Context: an optimization exercise on an open-source flow, tuned for small area and a short achievable clock period. The choices shown serve that exercise and are no tape-out recipe. In this exercise RTL edits were held to simulation tests only and were not proved equivalent to the original. Power and IR drop assume default switching activity.

**flow/run.sh**
```bash
#!/bin/bash
# synth_recipe.tcl (not shown) runs the flow's synth.tcl, then flattens the netlist and writes it again
# the make line also repeats each setting of config.mk as NAME=value (left out here)
make -C /OpenROAD-flow-scripts/flow DESIGN_CONFIG=/design/flow/config.mk WORK_HOME=/design/flow/orfs CLKGATE_MAP_FILE= SYNTH_SCRIPT=/design/flow/synth_recipe.tcl finish
```
**flow/design.v**
```verilog
package pr_pkg;
  typedef enum logic [1:0] {
    IDLE  = 2'd0,
    RUN   = 2'd1,
    DRAIN = 2'd2,
    DONE  = 2'd3
  } feeder_state_e;
  localparam int DDR_LINE_BYTES = 64;
  localparam int BEATS_PER_READ = 2;
  localparam int ICAP_W         = 32;
  localparam int DDR_BEAT_W     = 256;
  localparam int WORDS_PER_BEAT = DDR_BEAT_W / ICAP_W;
  function automatic logic [ICAP_W-1:0] bit_rev_bytes(input logic [ICAP_W-1:0] w);
    for (int b = 0; b < ICAP_W / 8; b++) begin
      for (int i = 0; i < 8; i++) begin
        bit_rev_bytes[8*b+i] = w[8*b+7-i];
      end
    end
  endfunction
endpackage
module pr_beat_fifo #(
  parameter int DATA_W = 256,
  parameter int DEPTH  = 8,
  localparam int AW    = $clog2(DEPTH)
) (
  input  logic              clk,
  input  logic              rst,
  input  logic              flush_i,
  input  logic              push_i,
  input  logic              pop_i,
  input  logic [DATA_W-1:0] data_i,
  output logic [DATA_W-1:0] data_o,
  output logic [AW:0]       occ_o,
  output logic              empty_o,
  output logic              full_o
);
  localparam logic [AW:0] DEPTH_OCC = (AW+1)'(DEPTH);
  logic [DATA_W-1:0] mem_q [DEPTH];
  logic [AW-1:0]     wr_ptr_q, wr_ptr_d;
  logic [AW-1:0]     rd_ptr_q, rd_ptr_d;
  logic [AW:0]       occ_q, occ_d;
  logic              do_push, do_pop;
  assign empty_o = (occ_q == '0);
  assign full_o  = (occ_q == DEPTH_OCC);
  assign occ_o   = occ_q;
  assign do_push = push_i & ~full_o;
  assign do_pop  = pop_i & ~empty_o;
  assign data_o  = mem_q[rd_ptr_q];
  always_comb begin
    wr_ptr_d = wr_ptr_q;
    rd_ptr_d = rd_ptr_q;
    occ_d    = occ_q;
    if (do_push) wr_ptr_d = wr_ptr_q + 1'b1;
    if (do_pop)  rd_ptr_d = rd_ptr_q + 1'b1;
    case ({do_push, do_pop})
      2'b10:   occ_d = occ_q + 1'b1;
      2'b01:   occ_d = occ_q - 1'b1;
      default: occ_d = occ_q;
    endcase
    if (flush_i) begin
      wr_ptr_d = '0;
      rd_ptr_d = '0;
      occ_d    = '0;
    end
  end
  always_ff @(posedge clk or posedge rst) begin
    if (rst) begin
      wr_ptr_q <= '0;
      rd_ptr_q <= '0;
      occ_q    <= '0;
    end else begin
      wr_ptr_q <= wr_ptr_d;
      rd_ptr_q <= rd_ptr_d;
      occ_q    <= occ_d;
    end
  end
  always_ff @(posedge clk) begin
    if (do_push && !flush_i) mem_q[wr_ptr_q] <= data_i;
  end
endmodule
module icap_bitstream_feeder #(
  parameter int FIFO_DEPTH = 8,
  parameter int NUM_W      = 21,
  parameter int BIT_SWAP   = 1
) (
  input  logic                  clk,
  input  logic                  rst,
  input  logic                  i_start,
  input  logic [NUM_W-1:0]      i_num_reads,
  input  logic                  i_abort,
  output logic                  o_ddr_rd,
  input  logic [pr_pkg::DDR_BEAT_W-1:0] i_ddr_data,
  input  logic                  i_ddr_rd_data_valid,
  input  logic                  i_ddr_rd_done,
  output logic                  o_config_buff_full,
  input  logic                  i_icap_hold,
  output logic                  o_icap_csib,
  output logic                  o_icap_rdwrb,
  output logic [pr_pkg::ICAP_W-1:0]     o_icap_data,
  output logic                  o_busy,
  output logic                  o_done,
  output logic                  o_err_ovf,
  output logic [1:0]            o_dbg_state
);
  localparam int OCC_W = $clog2(FIFO_DEPTH) + 1;
  localparam logic [OCC_W-1:0] FULL_THR = OCC_W'(FIFO_DEPTH - 2);
  pr_pkg::feeder_state_e       state_q, state_d;
  logic [NUM_W-1:0]      num_q, num_d;
  logic [NUM_W-1:0]      issued_q, issued_d, issued_inc;
  logic                  ddr_rd_q, ddr_rd_d;
  logic                  err_ovf_q, err_ovf_d;
  logic [pr_pkg::DDR_BEAT_W-1:0] ser_q, ser_d;
  logic [2:0]            ser_idx_q, ser_idx_d;
  logic                  ser_vld_q, ser_vld_d;
  logic                  flush;
  logic                  push_req;
  logic                  ser_load;
  logic                  consume;
  logic                  last_word;
  logic [pr_pkg::DDR_BEAT_W-1:0] fifo_dout;
  logic [OCC_W-1:0]      fifo_occ;
  logic                  fifo_empty, fifo_full;
  logic [pr_pkg::ICAP_W-1:0]     raw_word;
  assign push_req   = i_ddr_rd_data_valid & ((state_q == pr_pkg::RUN) | (state_q == pr_pkg::DRAIN)) & ~i_abort;
  assign issued_inc = issued_q + 1'b1;
  pr_beat_fifo #(
    .DATA_W (pr_pkg::DDR_BEAT_W),
    .DEPTH  (FIFO_DEPTH)
  ) u_fifo (
    .clk     (clk),
    .rst     (rst),
    .flush_i (flush),
    .push_i  (push_req),
    .pop_i   (ser_load),
    .data_i  (i_ddr_data),
    .data_o  (fifo_dout),
    .occ_o   (fifo_occ),
    .empty_o (fifo_empty),
    .full_o  (fifo_full)
  );
  always_comb begin
    state_d   = state_q;
    num_d     = num_q;
    issued_d  = issued_q;
    ddr_rd_d  = ddr_rd_q;
    err_ovf_d = err_ovf_q;
    flush     = 1'b0;
    unique case (state_q)
      pr_pkg::IDLE: begin
        if (i_start) begin
          err_ovf_d = 1'b0;
          num_d     = i_num_reads;
          issued_d  = '0;
          if (i_num_reads != '0) begin
            state_d  = pr_pkg::RUN;
            ddr_rd_d = 1'b1;
          end else begin
            state_d = pr_pkg::DONE;
          end
        end
      end
      pr_pkg::RUN: begin
        if (i_ddr_rd_done && (issued_q != num_q)) begin
          issued_d = issued_inc;
          if (issued_inc == num_q) begin
            ddr_rd_d = 1'b0;
            state_d  = pr_pkg::DRAIN;
          end
        end
      end
      pr_pkg::DRAIN: begin
        if (fifo_empty && !ser_vld_q && !push_req) state_d = pr_pkg::DONE;
      end
      pr_pkg::DONE:    state_d = pr_pkg::IDLE;
      default: state_d = pr_pkg::IDLE;
    endcase
    if (push_req && fifo_full) err_ovf_d = 1'b1;
    if (i_abort) begin
      state_d  = pr_pkg::IDLE;
      ddr_rd_d = 1'b0;
      flush    = 1'b1;
    end
  end
  assign consume   = ser_vld_q & ~i_icap_hold;
  assign last_word = (ser_idx_q == 3'd7);
  assign ser_load  = ~fifo_empty & (~ser_vld_q | (consume & last_word)) & ~flush;
  always_comb begin
    ser_d     = ser_q;
    ser_idx_d = ser_idx_q;
    ser_vld_d = ser_vld_q;
    if (ser_load) begin
      ser_d     = fifo_dout;
      ser_idx_d = 3'd0;
      ser_vld_d = 1'b1;
    end else if (consume) begin
      ser_idx_d = ser_idx_q + 3'd1;
      if (last_word) ser_vld_d = 1'b0;
    end
    if (flush) begin
      ser_idx_d = 3'd0;
      ser_vld_d = 1'b0;
    end
  end
  always_ff @(posedge clk or posedge rst) begin
    if (rst) begin
      state_q   <= pr_pkg::IDLE;
      num_q     <= '0;
      issued_q  <= '0;
      ddr_rd_q  <= 1'b0;
      err_ovf_q <= 1'b0;
      ser_q     <= '0;
      ser_idx_q <= 3'd0;
      ser_vld_q <= 1'b0;
    end else begin
      state_q   <= state_d;
      num_q     <= num_d;
      issued_q  <= issued_d;
      ddr_rd_q  <= ddr_rd_d;
      err_ovf_q <= err_ovf_d;
      ser_q     <= ser_d;
      ser_idx_q <= ser_idx_d;
      ser_vld_q <= ser_vld_d;
    end
  end
  assign raw_word = ser_q[{ser_idx_q, 5'b0} +: pr_pkg::ICAP_W];
  always_comb begin
    o_icap_data = '0;
    if (ser_vld_q) o_icap_data = (BIT_SWAP != 0) ? pr_pkg::bit_rev_bytes(raw_word) : raw_word;
  end
  assign o_icap_csib        = ~consume;
  assign o_icap_rdwrb       = 1'b0;
  assign o_ddr_rd           = ddr_rd_q;
  assign o_config_buff_full = (fifo_occ > FULL_THR);
  assign o_busy             = (state_q == pr_pkg::RUN) | (state_q == pr_pkg::DRAIN);
  assign o_done             = (state_q == pr_pkg::DONE);
  assign o_err_ovf          = err_ovf_q;
  assign o_dbg_state        = state_q;
endmodule
```
**flow/config.mk**
```make
export PLATFORM = sky130hd
export DESIGN_NAME = icap_bitstream_feeder
export DESIGN_NICKNAME = icap_bitstream_feeder
export VERILOG_FILES = /design/flow/design.v
export SDC_FILE = /design/flow/constraint.sdc
export NUM_CORES = 4
export LEC_CHECK = 0
export CAP_MARGIN = 20
export CORE_MARGIN = 2
export CORE_UTILIZATION = 40
export SLEW_MARGIN = 20
```
**flow/constraint.sdc**
```tcl
create_clock -name core_clock -period 3.8 [get_ports {clk}]
set_input_delay 0.7600 -clock core_clock [delete_from_list [all_inputs] [get_ports {clk}]]
set_output_delay 0.7600 -clock core_clock [all_outputs]
set_load 0.01 [all_outputs]
```
==> summary.md <==
| Metric | Value |
|---|---|
| First DRT Iteration DRCs | 4189 |
| Top-Level Pins | 325 |
| Skew-Pair Late Insertion Delay | 0.88 ns |
| Net count, final | approximately 5.2k |
| Max layer used | met5 |
| Clock period minus final worst setup slack | 3.702 ns |
| Library cells used by synthesis | 70 |
| Setup repair after global routing missed its margin | false |
| Vias per inst | 5.485 |
| Area Overhead vs Synth | 18.66% |
| First-pass GRT wire length | approximately 330000 um |
| Synthesis warning total | 2 |
| Critical Path, Cell by Cell | buf_12, buf_4, mux4_2, mux2i_1, nor2b_2, dlygate4sd2_1 |
| FFs w/ async S/R, synth | 0.1337 |
| Arrival time at the worst endpoint | 2.94 ns |
| Clock transition at path regs | ~0.060 ns |
| Peak supply drop | 599.9 uV |
| Area of the die | 231100 um2 |
| Mapped Cells | 4336 |
| Chip height | 480.8 um |
| Area occupied by multi-input gates | 20680 um2 |
| GRT Residual Overflow | 0 |
| Share of synthesized area occupied by flip-flops and latches | 0.7634 |
| Number of routed nets with antenna violations | 0 |
| Highest clock frequency the design can meet | about 270 MHz |
| Run status | complete, no violations |
| Number of flops mapped to enable cells by yosys | 2048 |
| Number of rows created at floorplan | 175 |
| Area of the core | roughly 230000 um2 |
| Final hold viol count | 0 |
| Die width | 480.8 um |
| Delay of the slowest cell on the worst path | 0.50 ns |
| Pin count of the biggest net entering global routing | 253 |
| CTS tree | built |
| Setup TNS | 0 ns |
| Total via count after detailed routing | 44.57k |
| Maximum clock path buffer count | 3 |
| Clock root buffer master | sky130_fd_sc_hd__clkbuf_16 |
| Met1 Wirelength | 99040 um |
| DP Wirelength | 150800 um |
| Type of origin of the critical path | flop |
| Average routed wire per standard cell | about 28 um |
| FILL cells | 18.60k |
| DR WL met2 | 109300 um |
| Final setup vio count | 0 |
| Kind of end point of the critical path | primary output |
| Max-Slew Margin vs Limit | 0.1667 |
| Average cell area after synthesis | around 21 um2 |
| Layout cell share with drive strength beyond 1 | 0.2482 |
| Initial core utilization | 0.4012 |
| Clock sink total | ~2.4k |
| DRC Markers | 0 |
| Critical-path top delay cell | sky130_fd_sc_hd__dfrtp_4 |
| TritonCTS buffer count | about 230 |
| Iteration count of the initial detailed-routing pass | 5 |
| # hold bufs at CTS | 0 |
| Antenna violations before repair | 67 |
| Vias in the first global route | 44.49k |
| Final max-slew violation count | 0 |
| Htree depth | 4 |
| Maximum net fanout on the critical path | 5 |
| Buf+Inv Stages, Crit Path | 3 |
| Detailed-routed wire length on met3 | 16730 um |
| Flops & latches, synth | around 2.4k |
| Final period utilization | 0.9743 |
| Data required time of the critical path | 3.04 ns |
| Layout Skew | ~0.041 ns |
| Primary flip-flop cell chosen by synthesis mapping | sky130_fd_sc_hd__edfxtp_1 |
| Total of max-cap violations | 0 |
| Post-synthesis net count | 4632 |
| Cell family contributing the most delay on the critical path | buffers and inverters |
| RD Place Congestion | a little under 0.9 |
| Summed instance area of the synthesized netlist | 90920 um2 |
| Leakage power | 33.82 nW |
| Total GRT Usage | 0.1993 |
| Critical Setup Path Class | flop to primary output |
| Register area | 69430 um2 |
| Core occupancy in the finished layout | 0.4761 |
| Final Routed Wirelength | 231300 um |
| Path type of the worst min-delay path | flop to flop |
| Slew @ Worst Pin | 1.250 ns |
| Cell Pwr Density | 625.1 nW/um2 |
| Quantity of I/O buffers inserted on ports | 323 |
[state kept, by name (all words and copies together), names as in the netlist, 2 cells and up]
register and count:
u_fifo.mem_q 2048, ser_q 256, issued_q 21, num_q 21
u_fifo.occ_q 4, ser_idx_q 3, u_fifo.rd_ptr_q 3, u_fifo.wr_ptr_q 3
state_q 2
[per-stage QoR]
step | power (mW) | hold WS, ns | cells | area (um2) | worst slack (ns)
floorplan | 39.53 | 0.4855 | 4336 | 91030 | -4.365
global placement | 44.86 | 0.5059 | 7657 | 99990 | 0.2718
detailed placement | 45.05 | 0.5115 | 7657 | 99990 | 0.2775
CTS | 68.07 | 0.4524 | 8109 | 107800 | -0.2031
global route | 70.01 | 0.4967 | 8112 | 107900 | 0.05533
finish | 67.44 | 0.5254 | 8126 | 107900 | 0.09783
[cells in the final DEF, fill, tap and decap left out, drive strengths merged, types with 6 or more instances in the layout]
cell / n
nand2b: 9
ha: 12
edfxtp: 2048
a21oi: 273
diode: 16
inv: 20
mux2i: 293
o31ai: 14
or3: 6
nand2: 27
mux4: 576
xor2: 12
clkbuf: 298
buf: 244
clkinvlp: 16
o21ai: 26
dfrtp: 316
nor2: 290
nand3: 14
nor3: 9
clkdlybuf4s50: 291
clkinv: 101
xnor2: 25
nor4: 8
bufinv: 18
nand4: 15
dlygate4sd2: 27
mux2: 23
nor2b: 34
[worst paths after layout]
kind	from	end	slack (ns)	cells after the start
hold reg to reg	ser_q[187]	ser_q[187]	0.53	2
max in group asynchronous	rst	ser_idx_q[0]	2.42	3
min in group asynchronous	rst	ser_q[186]	0.57	3
setup / recovery	ser_idx_q[0]	o_icap_data[6]	0.1	6
setup reg to reg	ser_idx_q[1]	ser_q[223]	0.46	9
hold / removal	ser_q[187]	ser_q[187]	0.53	2
[area by class of cell]
class                           instances  area share
Sequential cell                      2364      0.6435
Multi-Input combinational cell       1720      0.1917
Clock buffer                          297     0.05815
Timing Repair Buffer                  565     0.05789
Tap cell                             3009     0.03490
Clock inverter                        145     0.01307
Inverter                               10   0.0003827
Antenna cell                           16   0.0003711
[Yosys cell counts, types with 12 or more instances]
master,number,share of area
sky130_fd_sc_hd__buf_2,14,0.00077
sky130_fd_sc_hd__edfxtp_1,2048,0.68
sky130_fd_sc_hd__mux4_2,576,0.14
sky130_fd_sc_hd__nand3_1,12,0.00066
sky130_fd_sc_hd__nor2b_1,34,0.0023
sky130_fd_sc_hd__nor2_1,290,0.012
sky130_fd_sc_hd__nand4_1,14,0.00096
sky130_fd_sc_hd__o21ai_0,25,0.0014
sky130_fd_sc_hd__mux2i_1,293,0.032
sky130_fd_sc_hd__ha_1,12,0.0017
sky130_fd_sc_hd__clkbuf_1,155,0.0064
sky130_fd_sc_hd__dfrtp_1,316,0.087
sky130_fd_sc_hd__buf_1,66,0.0027
sky130_fd_sc_hd__a21oi_1,273,0.015
sky130_fd_sc_hd__nand2_1,26,0.0011
sky130_fd_sc_hd__mux2_2,22,0.0027
sky130_fd_sc_hd__o31ai_1,14,0.0012
sky130_fd_sc_hd__xnor2_1,25,0.0024
sky130_fd_sc_hd__xor2_1,12,0.0012
[worst min-delay path: stages (launching register included)]
cell and delay, ns:
sky130_fd_sc_hd__dfrtp_1 0.34, sky130_fd_sc_hd__nor2_1 0.05, sky130_fd_sc_hd__a21oi_1 0.10
[kinds of logic (layout without fill, tap and decap cells)]
kind of cell / after synthesis / count (layout) / share of synthesized area
adders and majority gates: 12 / 12 / 0.001651
xor gates and xnor gates: 37 / 37 / 0.003564
DFF: 2364 / 2364 / 0.7634
buffers and inverters: 252 / 1017 / 0.01109
muxes: 892 / 892 / 0.1778
AOI/OAI and AO/OA: 345 / 345 / 0.02067
other: 1 / 17 / 0.00004124
and+or+nand+nor: 433 / 433 / 0.02183
[metal layers]
| metal | vias to the layer above | track usage |
|---|---|---|
| li1 | 18882 | - |
| met1 | 23913 | 0.2831 |
| met2 | 1344 | 0.3098 |
| met3 | 354 | 0.04664 |
| met4 | 80 | 0.05318 |
| met5 | - | 0 |
[power by group]
part	leakage (nW)	internal, mW	switching [mW]
sequential	22.0	30.1	1.70
combinational	8.08	5.68	7.03
clock	3.74	13.0	9.95
total	33.8	48.8	18.7
[what timing repair did]
item / 4_1_cts / 5_1_grt
endpoints found under the hold margin: 0 / 0
resized for setup: 59 / 6
cloned: 0 / 1
buffers inserted: 10 / 0
endpoints found under the setup margin: 33 / 2

==> afterwards: timing with drivers on the ports <==
No port has a modelled driver above. Below, the same layout with a new extraction and two added sets of constraints.
Step 1 sets driving cells, clkbuf_16 on the clock port and buf_2 on the other inputs (assumed; they add their load-dependent delay and slew).
Step 2 adds t to the input delays and takes it off the output delays; t is the mean of the earliest and latest rising clock arrival at the registers after step 1. Input paths then give back, and output paths get back, about the clock's delay inside the block.
Slacks: no drivers / after step 1 / after step 2; pairs: no drivers / after step 1.
t (ns): 0.951
setup WS [ns]: 0.098 / 0.011 / 0.201
worst setup path after step 2: input to register
After both steps setup and hold are still met in this run. The setup slack of this run moves by -0.087 ns with the drivers and by +0.103 ns with both steps.
